Context: an optimization exercise on an open-source flow, tuned for small area. The choices shown serve that exercise and are no tape-out recipe.
In this exercise RTL edits were held to simulation tests only and were not proved equivalent to the original.
Power and IR drop assume default switching activity.

==> job 5550: inputs <==
==> flow/design.v <==
module regfile_mp #(
  parameter int DATA_W   = 32,
  parameter int ADDR_W   = 5,
  parameter int ZERO_REG = 1,
  parameter int BYPASS   = 1
) (
  input  logic              clock,
  input  logic              reset,
  input  logic [ADDR_W-1:0] rd_addr1,
  input  logic [ADDR_W-1:0] rd_addr2,
  output logic [DATA_W-1:0] rd_data1,
  output logic [DATA_W-1:0] rd_data2,
  output logic              rd_busy1,
  output logic              rd_busy2,
  input  logic              wr_en_a,
  input  logic [ADDR_W-1:0] wr_addr_a,
  input  logic [DATA_W-1:0] wr_data_a,
  input  logic              wr_en_b,
  input  logic [ADDR_W-1:0] wr_addr_b,
  input  logic [DATA_W-1:0] wr_data_b,
  input  logic              busy_set,
  input  logic [ADDR_W-1:0] busy_addr,
  output logic              busy_any
);
  localparam int DEPTH = 1 << ADDR_W;
  logic [DATA_W-1:0] mem_n [1:DEPTH-1];
  logic [DATA_W-1:0] mem_t [1:DEPTH-1];
  logic [DATA_W-1:0] mem_d [1:DEPTH-1];
  logic [DEPTH-1:1]  valid;
  logic [DEPTH-1:1]  busy;
  logic [DEPTH-1:1]  sel_a;
  logic [DEPTH-1:1]  sel_b;
  logic [DEPTH-1:1]  hold;
  always_comb begin
    for (int i = 1; i < DEPTH; i++) begin
      sel_b[i] = wr_en_b && wr_addr_b == ADDR_W'(i);
      sel_a[i] = wr_en_a && wr_addr_a == ADDR_W'(i) && !sel_b[i];
      hold[i]  = !(sel_a[i] || sel_b[i]);
    end
  end
  for (genvar i = 1; i < DEPTH; i++) begin : g_row
    for (genvar j = 0; j < DATA_W; j++) begin : g_bit
      regfile_mp_wcell u_w (
        .qn(mem_n[i][j]), .h(hold[i]), .a(wr_data_a[j]), .sa(sel_a[i]),
        .b(wr_data_b[j]), .sb(sel_b[i]), .q(mem_t[i][j]), .dn(mem_d[i][j])
      );
    end
  end
  always_ff @(posedge clock) begin
    for (int i = 1; i < DEPTH; i++) begin
      mem_n[i] <= mem_d[i];
    end
  end
  always_ff @(posedge clock or negedge reset) begin
    if (!reset) begin
      valid <= '0;
    end else begin
      valid <= valid | ~hold;
    end
  end
  always_ff @(posedge clock or negedge reset) begin
    if (!reset) begin
      busy <= '0;
    end else begin
      for (int i = 1; i < DEPTH; i++) begin
        if (busy_set && busy_addr == ADDR_W'(i)) begin
          busy[i] <= 1'b1;
        end else if (wr_en_b && wr_addr_b == ADDR_W'(i)) begin
          busy[i] <= 1'b0;
        end
      end
    end
  end
  assign busy_any = |busy;
  logic [DEPTH-1:1]  rd_ok;
  logic [DEPTH-1:1]  dec1, dec2;
  logic [DEPTH-1:1]  rs1, rs2;
  logic              bb1, ba1, bb2, ba2;
  always_comb begin
    for (int i = 1; i < DEPTH; i++) begin
      rd_ok[i] = valid[i] && hold[i];
      dec1[i]  = rd_addr1 == ADDR_W'(i);
      dec2[i]  = rd_addr2 == ADDR_W'(i);
    end
    rs1 = dec1 & rd_ok;
    rs2 = dec2 & rd_ok;
    bb1 = reset && |(dec1 & sel_b);
    ba1 = reset && |(dec1 & sel_a);
    bb2 = reset && |(dec2 & sel_b);
    ba2 = reset && |(dec2 & sel_a);
  end
  assign rd_busy1 = |(busy & ~sel_b & dec1);
  assign rd_busy2 = |(busy & ~sel_b & dec2);
  logic [32:0] rsel1, rsel2;
  assign rsel1 = {bb1, ba1, rs1};
  assign rsel2 = {bb2, ba2, rs2};
  for (genvar j = 0; j < DATA_W; j++) begin : g_rd
    logic [32:0] col;
    logic [10:0] t1, t2;
    for (genvar i = 1; i < DEPTH; i++) begin : g_col
      assign col[i-1] = mem_t[i][j];
    end
    assign col[31] = wr_data_a[j];
    assign col[32] = wr_data_b[j];
    for (genvar k = 0; k < 11; k++) begin : g_grp
      regfile_mp_aoi222 u_g1 (
        .a1(col[3*k]), .a2(rsel1[3*k]), .b1(col[3*k+1]), .b2(rsel1[3*k+1]),
        .c1(col[3*k+2]), .c2(rsel1[3*k+2]), .y(t1[k])
      );
      regfile_mp_aoi222 u_g2 (
        .a1(col[3*k]), .a2(rsel2[3*k]), .b1(col[3*k+1]), .b2(rsel2[3*k+1]),
        .c1(col[3*k+2]), .c2(rsel2[3*k+2]), .y(t2[k])
      );
    end
    regfile_mp_nand11 u_o1 (.t(t1), .y(rd_data1[j]));
    regfile_mp_nand11 u_o2 (.t(t2), .y(rd_data2[j]));
  end
endmodule
module regfile_mp_wcell (
  input  logic qn,
  input  logic h,
  input  logic a,
  input  logic sa,
  input  logic b,
  input  logic sb,
  output logic q,
  output logic dn
);
  assign q  = ~qn;
  assign dn = ~((q & h) | (a & sa) | (b & sb));
endmodule
module regfile_mp_aoi222 (
  input  logic a1,
  input  logic a2,
  input  logic b1,
  input  logic b2,
  input  logic c1,
  input  logic c2,
  output logic y
);
  assign y = ~((a1 & a2) | (b1 & b2) | (c1 & c2));
endmodule
module regfile_mp_nand11 (
  input  logic [10:0] t,
  output logic        y
);
  assign y = ~&t;
endmodule
==> flow/flow/run.sh <==
#!/bin/bash
# Layout flow: the standard ORFS flow (standard.sh, standard synthesis
# unchanged) with two changes to the layout steps:
# - the port buffers are the smallest buffer cell instead of the default;
# - clock tree synthesis uses larger sink clusters and no dummy loads.
set -euo pipefail
bash standard.sh \
  "BUFFER_PORTS_ARGS=-buffer_cell sky130_fd_sc_hd__buf_1" \
  "CTS_ARGS=-sink_clustering_enable -repair_clock_nets -dont_use_dummy_load -buf_list sky130_fd_sc_hd__clkbuf_16 -sink_clustering_size 24 -sink_clustering_max_diameter 100" \
  finish > orfs_make.log 2>&1
==> flow/standard.sh <==
#!/bin/bash
# synth_recipe.tcl (not shown) runs the flow's synth.tcl, then flattens the netlist and writes it again
# the make line also repeats each setting of config.mk as NAME=value (left out here)
make -C /OpenROAD-flow-scripts/flow DESIGN_CONFIG=/design/flow/config.mk WORK_HOME=/design/flow/orfs CLKGATE_MAP_FILE= SYNTH_SCRIPT=/design/flow/synth_recipe.tcl "${@:-finish}"
==> flow/config.mk <==
export PLATFORM = sky130hd
export DESIGN_NAME = regfile_mp
export DESIGN_NICKNAME = regfile_mp
export VERILOG_FILES = /design/flow/design.v
export SDC_FILE = /design/flow/constraint.sdc
export NUM_CORES = 4
export LEC_CHECK = 0
export CAP_MARGIN = 10
export CELL_PAD_IN_SITES_DETAIL_PLACEMENT = 1
export CORE_MARGIN = 2
export CORE_UTILIZATION = 30
export PLACE_DENSITY = 0.4
export SETUP_SLACK_MARGIN = 0.1
export SLEW_MARGIN = 10
export SYNTH_HIERARCHICAL = 1
==> flow/constraint.sdc <==
create_clock -name core_clock -period 7.0 [get_ports {clock}]
set_input_delay 1.4000 -clock core_clock [delete_from_list [all_inputs] [get_ports {clock}]]
set_output_delay 1.4000 -clock core_clock [all_outputs]
set_load 0.01 [all_outputs]
==> job 148: changes against job 5550 <==
--- a/flow/design.v
+++ b/flow/design.v
@@ -31,18 +31,38 @@
   logic [DEPTH-1:1]  sel_a;
   logic [DEPTH-1:1]  sel_b;
   logic [DEPTH-1:1]  hold;
+  logic [DEPTH-1:1]  mbn;
+  logic [DEPTH-1:1]  man;
   always_comb begin
     for (int i = 1; i < DEPTH; i++) begin
-      sel_b[i] = wr_en_b && wr_addr_b == ADDR_W'(i);
-      sel_a[i] = wr_en_a && wr_addr_a == ADDR_W'(i) && !sel_b[i];
-      hold[i]  = !(sel_a[i] || sel_b[i]);
+      mbn[i] = !(wr_en_b && wr_addr_b == ADDR_W'(i));
+      man[i] = !(wr_en_a && wr_addr_a == ADDR_W'(i));
+    end
+  end
+  logic [DEPTH-1:1]  sel_a_h [2];
+  logic [DEPTH-1:1]  sel_b_h [2];
+  logic [DEPTH-1:1]  hold_h  [2];
+  for (genvar k = 0; k < 2; k++) begin : g_wsel
+    for (genvar i = 1; i < DEPTH; i++) begin : g_reg
+      regfile_mp_wsel u_ws (
+        .man(man[i]), .mbn(mbn[i]),
+        .sa(sel_a_h[k][i]), .sb(sel_b_h[k][i]), .h(hold_h[k][i])
+      );
+    end
+  end
+  always_comb begin
+    for (int i = 1; i < DEPTH; i++) begin
+      sel_b[i] = !mbn[i];
+      sel_a[i] = !man[i] && mbn[i];
+      hold[i]  = man[i] && mbn[i];
     end
   end
   for (genvar i = 1; i < DEPTH; i++) begin : g_row
     for (genvar j = 0; j < DATA_W; j++) begin : g_bit
       regfile_mp_wcell u_w (
-        .qn(mem_n[i][j]), .h(hold[i]), .a(wr_data_a[j]), .sa(sel_a[i]),
-        .b(wr_data_b[j]), .sb(sel_b[i]), .q(mem_t[i][j]), .dn(mem_d[i][j])
+        .qn(mem_n[i][j]), .h(hold_h[j/16][i]), .a(wr_data_a[j]),
+        .sa(sel_a_h[j/16][i]), .b(wr_data_b[j]), .sb(sel_b_h[j/16][i]),
+        .q(mem_t[i][j]), .dn(mem_d[i][j])
       );
     end
   end
@@ -84,11 +104,15 @@
     end
     rs1 = dec1 & rd_ok;
     rs2 = dec2 & rd_ok;
-    bb1 = reset && |(dec1 & sel_b);
-    ba1 = reset && |(dec1 & sel_a);
-    bb2 = reset && |(dec2 & sel_b);
-    ba2 = reset && |(dec2 & sel_a);
   end
+  logic wb_ok;
+  logic wa_ok;
+  assign wb_ok = reset && wr_en_b;
+  assign wa_ok = reset && wr_en_a && !(wr_en_b && wr_addr_b == wr_addr_a);
+  assign bb1 = wb_ok && rd_addr1 != '0 && wr_addr_b == rd_addr1;
+  assign ba1 = wa_ok && rd_addr1 != '0 && wr_addr_a == rd_addr1;
+  assign bb2 = wb_ok && rd_addr2 != '0 && wr_addr_b == rd_addr2;
+  assign ba2 = wa_ok && rd_addr2 != '0 && wr_addr_a == rd_addr2;
   assign rd_busy1 = |(busy & ~sel_b & dec1);
   assign rd_busy2 = |(busy & ~sel_b & dec2);
   logic [32:0] rsel1, rsel2;
@@ -115,6 +139,17 @@
     regfile_mp_nand11 u_o1 (.t(t1), .y(rd_data1[j]));
     regfile_mp_nand11 u_o2 (.t(t2), .y(rd_data2[j]));
   end
+endmodule
+module regfile_mp_wsel (
+  input  logic man,
+  input  logic mbn,
+  output logic sa,
+  output logic sb,
+  output logic h
+);
+  assign sb = !mbn;
+  assign sa = !man && mbn;
+  assign h  = man && mbn;
 endmodule
 module regfile_mp_wcell (
   input  logic qn,
SETUP_SLACK_MARGIN = 0.2   (was 0.1)
==> summary.txt <==
|  | job 5550 | job 148 |
|---|---|---|
| Cell area after placement | 54750 um2 | 53360 um2 |
| Run status | timing/DRC/antenna clean | timing/DRC/antenna clean |
| Reported leakage power | 26.38 nW | 26.48 nW |
| Die width | 400.7 um | 403.8 um |
| Syn nets | 4759 | 4826 |
| Clock latency of the later-clocked register in the worst-skew pair | 0.66 ns | 0.68 ns |
| Global-route wire length before repair | 437500 um | 384300 um |
| Share of the synthesized area in compound gates (AO/OA/AOI/OAI) | 38.83% | 36.74% |
| Area used by multi-input combinational logic | 22900 um2 | 22620 um2 |
| Gate count after technology mapping | 4665 | 4732 |
| Final period demand of the worst path | 6.850 ns | 6.691 ns |
| Netlist cell types | 42 | 45 |
| GR Layer Usage met2 | 56.42% | 46.50% |
| Number of antenna diodes | 10 | 6 |
| Overall via count from detail_route | 55240 | 52510 |
| Area grow syn2layout | 19.04% | 14.14% |
| Share of cell area taken by multi-input logic gates | 40.76% | 41.32% |
| Via count of the first global-routing pass | 53330 | 49080 |
| RD Place Congestion | 1.021 | 0.9676 |
| Number of inserted filler cells in the final layout | 17400 | 17850 |

[port drivers added, routing unchanged]
In the flow no input, the clock included, has a driving cell. The finished layouts below were timed again as built, in two steps. Step 1 sets driving cells, clkbuf_16 on the clock port and buf_2 on the other inputs (assumed; they add their load-dependent delay and slew). Step 2, shift: input delay + t, output delay - t, t = (earliest + latest rising clock arrival at the registers) / 2. This alone moves slack from input paths to output paths. Three values: no drivers, after step 1, after step 2; two values: the first two.
| run | t, ns | setup slack, ns | clock arrival spread, ns |
|---|---|---|---|
| job 5550 | 0.802 | 0.150 / 0.124 / 0.124 | 0.111 / 0.111 |
| job 148 | 0.775 | 0.309 / 0.219 / 0.219 | 0.057 / 0.056 |
After both steps setup and hold are still met in every run listed. For job 148, which loses most, drivers alone change the setup slack by -0.090 ns; drivers and shift together by -0.090 ns.
